This design comes from an exercise in tuning for small area on the open sky130 flow, not from production work. The RTL was checked by simulation tests, not by an equivalence proof against the original design. Power figures rest on the tool's default switching activity, not on a simulated workload.

==> design.v <==
package dram_timing_pkg;
    localparam int NUM_SLOTS = 4;
    localparam int NUM_RNK = 2;
    localparam int NUM_BG = 2;
    localparam int NUM_BNK = 4;
    localparam int NUM_BNK_TOT = NUM_RNK * NUM_BG * NUM_BNK;
    localparam int BNK_IDX_W = $clog2(NUM_BNK_TOT);
    localparam int SLOT_W = $clog2(NUM_SLOTS);
    localparam int TIME_WIDTH = 6;
    localparam int FAW_DEPTH = 4;
    typedef logic [TIME_WIDTH-1:0] time_t;
    typedef logic [SLOT_W-1:0] slot_idx_t;
    typedef logic [BNK_IDX_W-1:0] bank_idx_t;
    typedef logic [$clog2(FAW_DEPTH)-1:0] faw_ptr_t;
    localparam time_t T_RCD = time_t'(14);
    localparam time_t T_RP = time_t'(14);
    localparam time_t T_RAS = time_t'(32);
    localparam time_t T_RC = time_t'(46);
    localparam time_t T_RRD_L = time_t'(6);
    localparam time_t T_RRD_S = time_t'(4);
    localparam time_t T_RTP = time_t'(6);
    localparam time_t T_CCD_L = time_t'(6);
    localparam time_t T_CCD_S = time_t'(4);
    localparam time_t T_RTW = time_t'(8);
    localparam time_t T_WTR_L = time_t'(12);
    localparam time_t T_WTR_S = time_t'(4);
    localparam time_t T_WTP = time_t'(18);
    localparam time_t T_FAW = time_t'(20);
    typedef enum logic [2:0] {
        NOP = 3'd0,
        ACT = 3'd1,
        PRE = 3'd2,
        RD  = 3'd3,
        WR  = 3'd4
    } cmd_op_e;
    typedef struct packed {
        cmd_op_e    op;
        logic       rank;
        logic       bg;
        logic [1:0] bnk;
    } slot_cmd_t;
    localparam int CMD_W = 7;
    typedef logic [NUM_SLOTS*CMD_W-1:0] slot_bus_t;
    typedef struct packed {
        time_t pre;
        time_t act;
        time_t rd;
        time_t wr;
    } bank_timing_t;
    localparam int TIMING_W = 4 * TIME_WIDTH;
    typedef logic [NUM_BNK_TOT*TIMING_W-1:0] bank_table_t;
    typedef logic [NUM_SLOTS*NUM_BNK_TOT*TIMING_W-1:0] slot_const_t;
    typedef logic [NUM_RNK*TIME_WIDTH-1:0] rank_time_t;
    function automatic time_t slot_adjust(time_t base, int unsigned slot);
        time_t lag;
        lag = time_t'(NUM_SLOTS - 1 - slot);
        slot_adjust = (base > lag) ? time_t'(base - lag) : '0;
    endfunction
    function automatic time_t sat_dec(time_t t);
        sat_dec = (t > time_t'(NUM_SLOTS)) ? time_t'(t - time_t'(NUM_SLOTS)) : '0;
    endfunction
    function automatic bank_timing_t timing_dec(bank_timing_t t);
        bank_timing_t d;
        d.pre = sat_dec(t.pre);
        d.act = sat_dec(t.act);
        d.rd  = sat_dec(t.rd);
        d.wr  = sat_dec(t.wr);
        timing_dec = d;
    endfunction
endpackage
module constraint_calc (
    input  dram_timing_pkg::slot_bus_t   i_slots,
    output dram_timing_pkg::slot_const_t o_slot_const
);
    for (genvar s = 0; s < dram_timing_pkg::NUM_SLOTS; s++) begin : g_slot
        dram_timing_pkg::slot_cmd_t cmd;
        assign cmd = i_slots[dram_timing_pkg::CMD_W*s +: dram_timing_pkg::CMD_W];
        for (genvar b = 0; b < dram_timing_pkg::NUM_BNK_TOT; b++) begin : g_bank
            localparam dram_timing_pkg::bank_idx_t BANK_IDX =
                dram_timing_pkg::bank_idx_t'(b);
            logic same_bank;
            logic same_grp;
            logic same_rank;
            dram_timing_pkg::bank_timing_t base;
            assign same_bank = ({cmd.rank, cmd.bg, cmd.bnk} == BANK_IDX);
            assign same_grp  = ({cmd.rank, cmd.bg} == BANK_IDX[3:2]);
            assign same_rank = (cmd.rank == BANK_IDX[3]);
            always_comb begin
                base = '0;
                case (cmd.op)
                    dram_timing_pkg::ACT: begin
                        if (same_bank) begin
                            base.pre = dram_timing_pkg::T_RAS;
                            base.act = dram_timing_pkg::T_RC;
                            base.rd  = dram_timing_pkg::T_RCD;
                            base.wr  = dram_timing_pkg::T_RCD;
                        end else if (same_grp) begin
                            base.act = dram_timing_pkg::T_RRD_L;
                        end else if (same_rank) begin
                            base.act = dram_timing_pkg::T_RRD_S;
                        end
                    end
                    dram_timing_pkg::PRE: begin
                        if (same_bank) begin
                            base.act = dram_timing_pkg::T_RP;
                        end
                    end
                    dram_timing_pkg::RD: begin
                        if (same_bank) begin
                            base.pre = dram_timing_pkg::T_RTP;
                            base.rd  = dram_timing_pkg::T_CCD_L;
                            base.wr  = dram_timing_pkg::T_RTW;
                        end else if (same_grp) begin
                            base.rd = dram_timing_pkg::T_CCD_L;
                            base.wr = dram_timing_pkg::T_RTW;
                        end else if (same_rank) begin
                            base.rd = dram_timing_pkg::T_CCD_S;
                            base.wr = dram_timing_pkg::T_RTW;
                        end
                    end
                    dram_timing_pkg::WR: begin
                        if (same_bank) begin
                            base.pre = dram_timing_pkg::T_WTP;
                            base.rd  = dram_timing_pkg::T_WTR_L;
                            base.wr  = dram_timing_pkg::T_CCD_L;
                        end else if (same_grp) begin
                            base.rd = dram_timing_pkg::T_WTR_L;
                            base.wr = dram_timing_pkg::T_CCD_L;
                        end else if (same_rank) begin
                            base.rd = dram_timing_pkg::T_WTR_S;
                            base.wr = dram_timing_pkg::T_CCD_S;
                        end
                    end
                    default: base = '0;
                endcase
            end
            assign o_slot_const[dram_timing_pkg::TIMING_W*(dram_timing_pkg::NUM_BNK_TOT*s+b) +:
                                dram_timing_pkg::TIMING_W] = {dram_timing_pkg::slot_adjust(base.pre, s),
                                         dram_timing_pkg::slot_adjust(base.act, s),
                                         dram_timing_pkg::slot_adjust(base.rd, s),
                                         dram_timing_pkg::slot_adjust(base.wr, s)};
        end
    end
endmodule
module bank_timetable (
    input  logic                         i_clk,
    input  logic                         i_rstn,
    input  dram_timing_pkg::slot_bus_t   i_slots,
    input  dram_timing_pkg::slot_const_t i_slot_const,
    output dram_timing_pkg::bank_table_t o_intra,
    output dram_timing_pkg::bank_table_t o_inter
);
    dram_timing_pkg::cmd_op_e              slot_op  [dram_timing_pkg::NUM_SLOTS];
    dram_timing_pkg::bank_idx_t            slot_bnk [dram_timing_pkg::NUM_SLOTS];
    logic [dram_timing_pkg::NUM_SLOTS-1:0] is_act;
    logic [dram_timing_pkg::NUM_SLOTS-1:0] is_cas;
    logic                                  act_vld;
    logic                                  cas_vld;
    dram_timing_pkg::slot_idx_t            act_idx;
    dram_timing_pkg::slot_idx_t            cas_idx;
    dram_timing_pkg::bank_table_t intra_q;
    dram_timing_pkg::bank_table_t inter_q;
    dram_timing_pkg::bank_table_t intra_nxt;
    dram_timing_pkg::bank_table_t inter_nxt;
    for (genvar s = 0; s < dram_timing_pkg::NUM_SLOTS; s++) begin : g_slot
        dram_timing_pkg::slot_cmd_t cmd;
        assign cmd = i_slots[dram_timing_pkg::CMD_W*s +: dram_timing_pkg::CMD_W];
        assign slot_op[s]  = cmd.op;
        assign slot_bnk[s] = {cmd.rank, cmd.bg, cmd.bnk};
        assign is_act[s]   = (cmd.op == dram_timing_pkg::ACT);
        assign is_cas[s]   = (cmd.op == dram_timing_pkg::RD) ||
                             (cmd.op == dram_timing_pkg::WR);
    end
    always_comb begin
        act_idx = '0;
        cas_idx = '0;
        for (int s = dram_timing_pkg::NUM_SLOTS - 1; s >= 0; s--) begin
            if (is_act[s]) begin
                act_idx = dram_timing_pkg::slot_idx_t'(s);
            end
            if (is_cas[s]) begin
                cas_idx = dram_timing_pkg::slot_idx_t'(s);
            end
        end
        act_vld = |is_act;
        cas_vld = |is_cas;
    end
    for (genvar b = 0; b < dram_timing_pkg::NUM_BNK_TOT; b++) begin : g_bank
        localparam dram_timing_pkg::bank_idx_t BANK_IDX =
            dram_timing_pkg::bank_idx_t'(b);
        logic                           hit;
        dram_timing_pkg::slot_idx_t     hit_idx;
        dram_timing_pkg::bank_timing_t  hit_const;
        dram_timing_pkg::bank_timing_t  act_const;
        dram_timing_pkg::bank_timing_t  cas_const;
        dram_timing_pkg::bank_timing_t  intra_cur;
        dram_timing_pkg::bank_timing_t  inter_cur;
        dram_timing_pkg::bank_timing_t  inter_new;
        always_comb begin
            hit = 1'b0;
            hit_idx = '0;
            for (int s = dram_timing_pkg::NUM_SLOTS - 1; s >= 0; s--) begin
                if ((slot_op[s] != dram_timing_pkg::NOP) && (slot_bnk[s] == BANK_IDX)) begin
                    hit = 1'b1;
                    hit_idx = dram_timing_pkg::slot_idx_t'(s);
                end
            end
        end
        always_comb begin
            hit_const = '0;
            act_const = '0;
            cas_const = '0;
            for (int s = 0; s < dram_timing_pkg::NUM_SLOTS; s++) begin
                if (hit_idx == dram_timing_pkg::slot_idx_t'(s)) begin
                    hit_const = i_slot_const[dram_timing_pkg::TIMING_W *
                                             (dram_timing_pkg::NUM_BNK_TOT * s + b) +:
                                             dram_timing_pkg::TIMING_W];
                end
                if (act_idx == dram_timing_pkg::slot_idx_t'(s)) begin
                    act_const = i_slot_const[dram_timing_pkg::TIMING_W *
                                             (dram_timing_pkg::NUM_BNK_TOT * s + b) +:
                                             dram_timing_pkg::TIMING_W];
                end
                if (cas_idx == dram_timing_pkg::slot_idx_t'(s)) begin
                    cas_const = i_slot_const[dram_timing_pkg::TIMING_W *
                                             (dram_timing_pkg::NUM_BNK_TOT * s + b) +:
                                             dram_timing_pkg::TIMING_W];
                end
            end
        end
        assign inter_cur = inter_q[dram_timing_pkg::TIMING_W*b +: dram_timing_pkg::TIMING_W];
        assign intra_cur = intra_q[dram_timing_pkg::TIMING_W*b +: dram_timing_pkg::TIMING_W];
        assign intra_nxt[dram_timing_pkg::TIMING_W*b +: dram_timing_pkg::TIMING_W] =
            hit ? hit_const : dram_timing_pkg::timing_dec(intra_cur);
        assign inter_new.pre = '0;
        assign inter_new.act = act_vld ? act_const.act
                                       : dram_timing_pkg::sat_dec(inter_cur.act);
        assign inter_new.rd  = cas_vld ? cas_const.rd
                                       : dram_timing_pkg::sat_dec(inter_cur.rd);
        assign inter_new.wr  = cas_vld ? cas_const.wr
                                       : dram_timing_pkg::sat_dec(inter_cur.wr);
        assign inter_nxt[dram_timing_pkg::TIMING_W*b +: dram_timing_pkg::TIMING_W] = inter_new;
    end
    always_ff @(posedge i_clk) begin
        if (!i_rstn) begin
            intra_q <= '0;
            inter_q <= '0;
        end else begin
            intra_q <= intra_nxt;
            inter_q <= inter_nxt;
        end
    end
    assign o_intra = intra_q;
    assign o_inter = inter_q;
endmodule
module faw_window #(
    parameter int unsigned RANK_ID = 0
) (
    input  logic                       i_clk,
    input  logic                       i_rstn,
    input  dram_timing_pkg::slot_bus_t i_slots,
    output dram_timing_pkg::time_t     o_faw_last
);
    localparam logic RANK_BIT = 1'(RANK_ID);
    logic                                                  act_hit;
    dram_timing_pkg::slot_idx_t                            act_slot;
    logic [dram_timing_pkg::FAW_DEPTH-1:0][dram_timing_pkg::TIME_WIDTH-1:0] win_q;
    logic [dram_timing_pkg::FAW_DEPTH-1:0][dram_timing_pkg::TIME_WIDTH-1:0] win_nxt;
    dram_timing_pkg::faw_ptr_t                             ptr_q;
    logic [dram_timing_pkg::NUM_SLOTS-1:0] is_rank_act;
    for (genvar s = 0; s < dram_timing_pkg::NUM_SLOTS; s++) begin : g_slot
        dram_timing_pkg::slot_cmd_t cmd;
        assign cmd = i_slots[dram_timing_pkg::CMD_W*s +: dram_timing_pkg::CMD_W];
        assign is_rank_act[s] = (cmd.op == dram_timing_pkg::ACT) && (cmd.rank == RANK_BIT);
    end
    always_comb begin
        act_hit = 1'b0;
        act_slot = '0;
        for (int s = dram_timing_pkg::NUM_SLOTS - 1; s >= 0; s--) begin
            if (is_rank_act[s]) begin
                act_hit = 1'b1;
                act_slot = dram_timing_pkg::slot_idx_t'(s);
            end
        end
    end
    always_comb begin
        for (int i = 0; i < dram_timing_pkg::FAW_DEPTH; i++) begin
            win_nxt[i] = dram_timing_pkg::sat_dec(win_q[i]);
        end
        if (act_hit) begin
            win_nxt[ptr_q] = dram_timing_pkg::slot_adjust(dram_timing_pkg::T_FAW, act_slot);
        end
    end
    always_ff @(posedge i_clk) begin
        if (!i_rstn) begin
            win_q <= '0;
            ptr_q <= '0;
        end else begin
            win_q <= win_nxt;
            if (act_hit) begin
                ptr_q <= dram_timing_pkg::faw_ptr_t'(ptr_q + 1'b1);
            end
        end
    end
    assign o_faw_last = win_q[ptr_q];
endmodule
module timing_tracker_top (
    input  logic                         i_clk,
    input  logic                         i_rstn,
    input  dram_timing_pkg::slot_bus_t   i_slots,
    output dram_timing_pkg::bank_table_t o_intra,
    output dram_timing_pkg::bank_table_t o_inter,
    output dram_timing_pkg::rank_time_t  o_faw_last
);
    dram_timing_pkg::slot_const_t slot_const;
    constraint_calc u_calc (
        .i_slots      (i_slots),
        .o_slot_const (slot_const)
    );
    bank_timetable u_table (
        .i_clk        (i_clk),
        .i_rstn       (i_rstn),
        .i_slots      (i_slots),
        .i_slot_const (slot_const),
        .o_intra      (o_intra),
        .o_inter      (o_inter)
    );
    for (genvar r = 0; r < dram_timing_pkg::NUM_RNK; r++) begin : g_faw
        faw_window #(
            .RANK_ID (r)
        ) u_faw (
            .i_clk      (i_clk),
            .i_rstn     (i_rstn),
            .i_slots    (i_slots),
            .o_faw_last (o_faw_last[dram_timing_pkg::TIME_WIDTH*r +: dram_timing_pkg::TIME_WIDTH])
        );
    end
endmodule
==> run.sh <==
#!/bin/bash
# synth_recipe.tcl (not shown) runs the flow's synth.tcl, then flattens the netlist and writes it again
# the make line also repeats each setting of config.mk as NAME=value (left out here)
make -C /OpenROAD-flow-scripts/flow DESIGN_CONFIG=/design/flow/config.mk WORK_HOME=/design/flow/orfs CLKGATE_MAP_FILE= SYNTH_SCRIPT=/design/flow/synth_recipe.tcl finish
==> config.mk <==
export PLATFORM = sky130hd
export DESIGN_NAME = timing_tracker_top
export DESIGN_NICKNAME = timing_tracker_top
export VERILOG_FILES = /design/flow/design.v
export SDC_FILE = /design/flow/constraint.sdc
export NUM_CORES = 4
export LEC_CHECK = 0
export CAP_MARGIN = 20
export CORE_MARGIN = 2
export CORE_UTILIZATION = 40
export SLEW_MARGIN = 20
==> constraint.sdc <==
create_clock -name core_clock -period 5.0 [get_ports {i_clk}]
set_input_delay 1.0000 -clock core_clock [delete_from_list [all_inputs] [get_ports {i_clk}]]
set_output_delay 1.0000 -clock core_clock [all_outputs]
set_load 0.01 [all_outputs]
==> run summary <==
[critical path, cell delays in order]
cell             delay, ns
clkdlybuf4s50_1       0.83
buf_4                 0.38
nor3b_2               0.31
nor4_4                0.10
buf_4                 0.30
nand3_1               0.56
buf_4                 0.43
nand2_1               0.16
buf_4                 0.22
a211oi_1              0.97
o22ai_1               0.13
[cell usage after synthesis (17+ instances only)]
master | instances | area, um2
a21o_1 | 20 | 150
ha_1 | 554 | 6930
and2_1 | 48 | 300
o31a_1 | 79 | 692
o311ai_0 | 18 | 158
a31oi_1 | 88 | 551
o21ai_1 | 31 | 155
nor2b_1 | 29 | 181
buf_2 | 131 | 656
nor4_1 | 27 | 169
nand2_1 | 715 | 2680
o32ai_1 | 68 | 596
o211ai_1 | 55 | 413
xnor2_1 | 197 | 1730
a32oi_1 | 28 | 245
or2_2 | 21 | 131
xor2_1 | 69 | 604
nor2_1 | 861 | 3230
or3_1 | 45 | 282
o31ai_1 | 59 | 443
a211oi_2 | 17 | 213
nor3b_1 | 32 | 240
buf_4 | 118 | 886
o21a_1 | 71 | 533
a22oi_1 | 44 | 330
and3_1 | 42 | 263
a211oi_1 | 62 | 465
o21ai_0 | 359 | 1800
o32a_1 | 21 | 210
nand2b_1 | 45 | 282
a21oi_1 | 568 | 2840
nand4_1 | 27 | 169
inv_1 | 406 | 1520
nor3_1 | 330 | 1650
nand3_1 | 223 | 1120
o221a_2 | 18 | 203
a221oi_1 | 40 | 350
a311oi_1 | 17 | 149
a211o_1 | 17 | 149
dfxtp_1 | 724 | 14500
o22ai_1 | 247 | 1550
clkbuf_1 | 231 | 867
o221ai_1 | 85 | 744
[cells in the final DEF, fill, tap and decap left out, types with 31 or more instances in the layout]
cell type / synthesis / final
o22ai_1: 247 / 247
inv_1: 406 / 405
conb_1: 1 / 96
buf_12: 0 / 48
a21oi_1: 568 / 566
clkdlybuf4s50_1: 0 / 706
o21ai_0: 359 / 358
nand2b_1: 45 / 45
nand3_1: 223 / 223
xnor2_1: 197 / 197
and3_1: 42 / 42
buf_4: 118 / 759
a31oi_1: 88 / 87
o211ai_1: 55 / 55
o21a_1: 71 / 71
o31ai_1: 59 / 57
dfxtp_1: 724 / 724
o31a_1: 79 / 79
nand2_1: 715 / 715
a221oi_1: 40 / 40
or3_1: 45 / 44
ha_1: 554 / 554
o21ai_1: 31 / 31
and2_1: 48 / 49
clkbuf_16: 0 / 88
o32ai_1: 68 / 68
a211oi_1: 62 / 62
xor2_1: 69 / 69
nor2_1: 861 / 850
nor3_1: 330 / 326
a22oi_1: 44 / 44
o221ai_1: 85 / 85
[power by group]
| group | internal (mW) | leakage (nW) | switching, mW | total (mW) |
|---|---|---|---|---|
| sequential | 6.86 | 5.91 | 1.51 | 8.37 |
| combinational | 5.65 | 20.8 | 7.02 | 12.7 |
| clock | 4.03 | 1.47 | 2.98 | 7.01 |
[sequential cells by signal, indices dropped and copies added (netlist names)]
register,cells
g_faw.u_faw.ptr_q,4
u_table.inter_q,288
u_table.intra_q,384
g_faw.u_faw.win_q,48
[metrics by stage]
stage / instances / worst slack, ns / total power, mW / setup TNS (ns)
2_1_floorplan: 7436 / 1.26 / 15.0 / 0
3_3_place_gp: 10300 / -0.183 / 20.4 / -0.309
4_1_cts: 10500 / 0.549 / 27.6 / 0
3_5_place_dp: 10300 / -0.232 / 20.6 / -0.364
5_1_grt: 10500 / 0.386 / 29.1 / 0
6_report: 10500 / 0.128 / 28.1 / 0
[layer usage]
| metal | share of wire | routed length (um) |
|---|---|---|
| met4 | 0.10 | 38600 |
| met3 | 0.13 | 48700 |
| met2 | 0.40 | 153000 |
| met5 | 0.00039 | 149 |
| met1 | 0.37 | 140000 |
[final cells by class]
class | count | area, um2 | share of cell area
clock buffers | 124 | 2500 | 0.0341
diodes | 27 | 67.6 | 0.000923
clock inverters | 35 | 558 | 0.00763
repair buffers | 1519 | 13800 | 0.188
flip-flops and latches | 724 | 14500 | 0.198
inverters | 411 | 1550 | 0.0212
multi-input cells | 5796 | 37900 | 0.518
well taps | 1876 | 2350 | 0.0321
[path summary, 6_finish.rpt]
kind	cells past startpoint	start	slack, ns	endpoint
worst min-delay path	2	u_table.inter_q[6]	0.47	u_table.inter_q[6]
worst max register to register	7	u_table.inter_q[230]	2.38	u_table.inter_q[230]
worst min register to register	2	u_table.inter_q[6]	0.47	u_table.inter_q[6]
worst max-delay path	11	i_slots[11]	0.13	u_table.inter_q[242]
[kinds of logic (layout without fill, tap and decap cells)]
group | Yosys count | count (layout) | share of synthesized area
AOI/OAI and AO/OA | 2206 | 2206 | 0.266
xor gates and xnor gates | 266 | 266 | 0.0416
adders and majority gates | 554 | 554 | 0.124
buffers and inverters | 916 | 2089 | 0.0733
DFF | 724 | 724 | 0.259
muxes | 31 | 31 | 0.00839
other | 1 | 123 | 0.0000670
and+or+nand+nor | 2643 | 2643 | 0.228
==> impl_metrics.ini <==
[synthesis]
avgSynthCellArea_um2 = 7.62
yosysUniqueCellTypes = 119
synth_edf_count = 0
ys_seq_area_frac = 0.259
syn_inst = 7341
synth_ff_type = dfxtp_1
netlist_area_um2 = 55900
async_reset_ff_frac = 0
ys_warn_count = 6
synth_seq_cells = 724

[finish]
design_area_um2 = 73200
drive_above_1_share = 0.139
synthToLayoutAreaGrowth_pct = 30.8
nFillCells = 13500
fin_util = 0.526
nets = 9124

[grt]
antenna_found_initial = 44
use_met1 = 0.612
grt-busiest-layer = met2
grt_first_pass_wirelength_um = 518000
grt_max_degree = 118
grt_use_met2 = 0.732
grtUsageTotal = 0.510
overflow = 0
grt_pass1_vias = 66400
use_met3 = 0.169

[drt]
wire_per_inst_um = 36.2
drt_iter0_drc = 9702
antenna_left = 0
dr.pass1.iters = 7
wl_um = 380000
vias_per_cell = 6.70
dr_total_vias = 70400
route.detailed.drc = 0

[sta]
hold_viol = 0
finalCritPeriodShare = 0.974
maxSlewHeadroom = 0.115
tightest_slew_ns = 1.33
drv_slew = 0
holdWs_ns = 0.471
finalSetupViolations = 0
rsz0062_at_grt = false
fin_skew_ns = 0.0355
min_period_ns = 4.87
fmax_mhz = 205

[floorplanning]
initial_utilization = 0.402
ios = 810
die_area_um2 = 143000
rows = 137
die_y_um = 378
coreArea_um2 = 139000
die_x_um = 378

[pwr]
leakagePower_nw = 28.2
ir_drop_uv = 291
p_per_area_nw_per_um2 = 383

[placed_design]
hpwl_um = 296000
gp_congestion = 1.11
placed_cell_area_um2 = 70000
numPortBuffers = 713

[clocking]
clk_pin_slew_ns = 0.06
cts_max_level = 3
cts_root_buf = clkbuf_16
cts_tree = done
clockBufferDepth = 3
hold_buffers = 0
clkSinkCount = 724
cts.repair.resized = 0
clock_latency_ns = 0.76
numCtsBuffers = 88
post_cts_buffers = 0

[critical_path]
critPathLaunchType = input pin
critPathKind = in -> reg
crit_required_ns = 5.56
cp.arrival_ns = 5.44
cp_max_fo = 11
crit_path_end_kind = flop

[flow_run]
cap_viol_max_count = 0

[outcome]
status = finished clean

[worst_hold_path]
min_path_type = reg -> reg

-- separate check: timing with driven ports --
No port has a modelled driver above. Below, the same layout with a new extraction and two added sets of constraints. Step 1 sets driving cells, clkbuf_16 on the clock port and buf_2 on the other inputs (assumed; they add their load-dependent delay and slew). Step 2, shift: input delay + t, output delay - t, t = (earliest + latest rising clock arrival at the registers) / 2. This alone moves slack from input paths to output paths. a / b / c = ideal ports / drivers / drivers and shift; a / b = the first two.
shift t [ns]: 0.833
setup slack, ns: 0.128 / 0.168 / -0.665
worst register clock-pin slew, ns: 0.08 / 0.08
With both steps, setup timing fails in this run, where it was met with ideal ports. For this run, drivers alone change the setup slack by +0.040 ns; drivers and shift together by -0.793 ns.
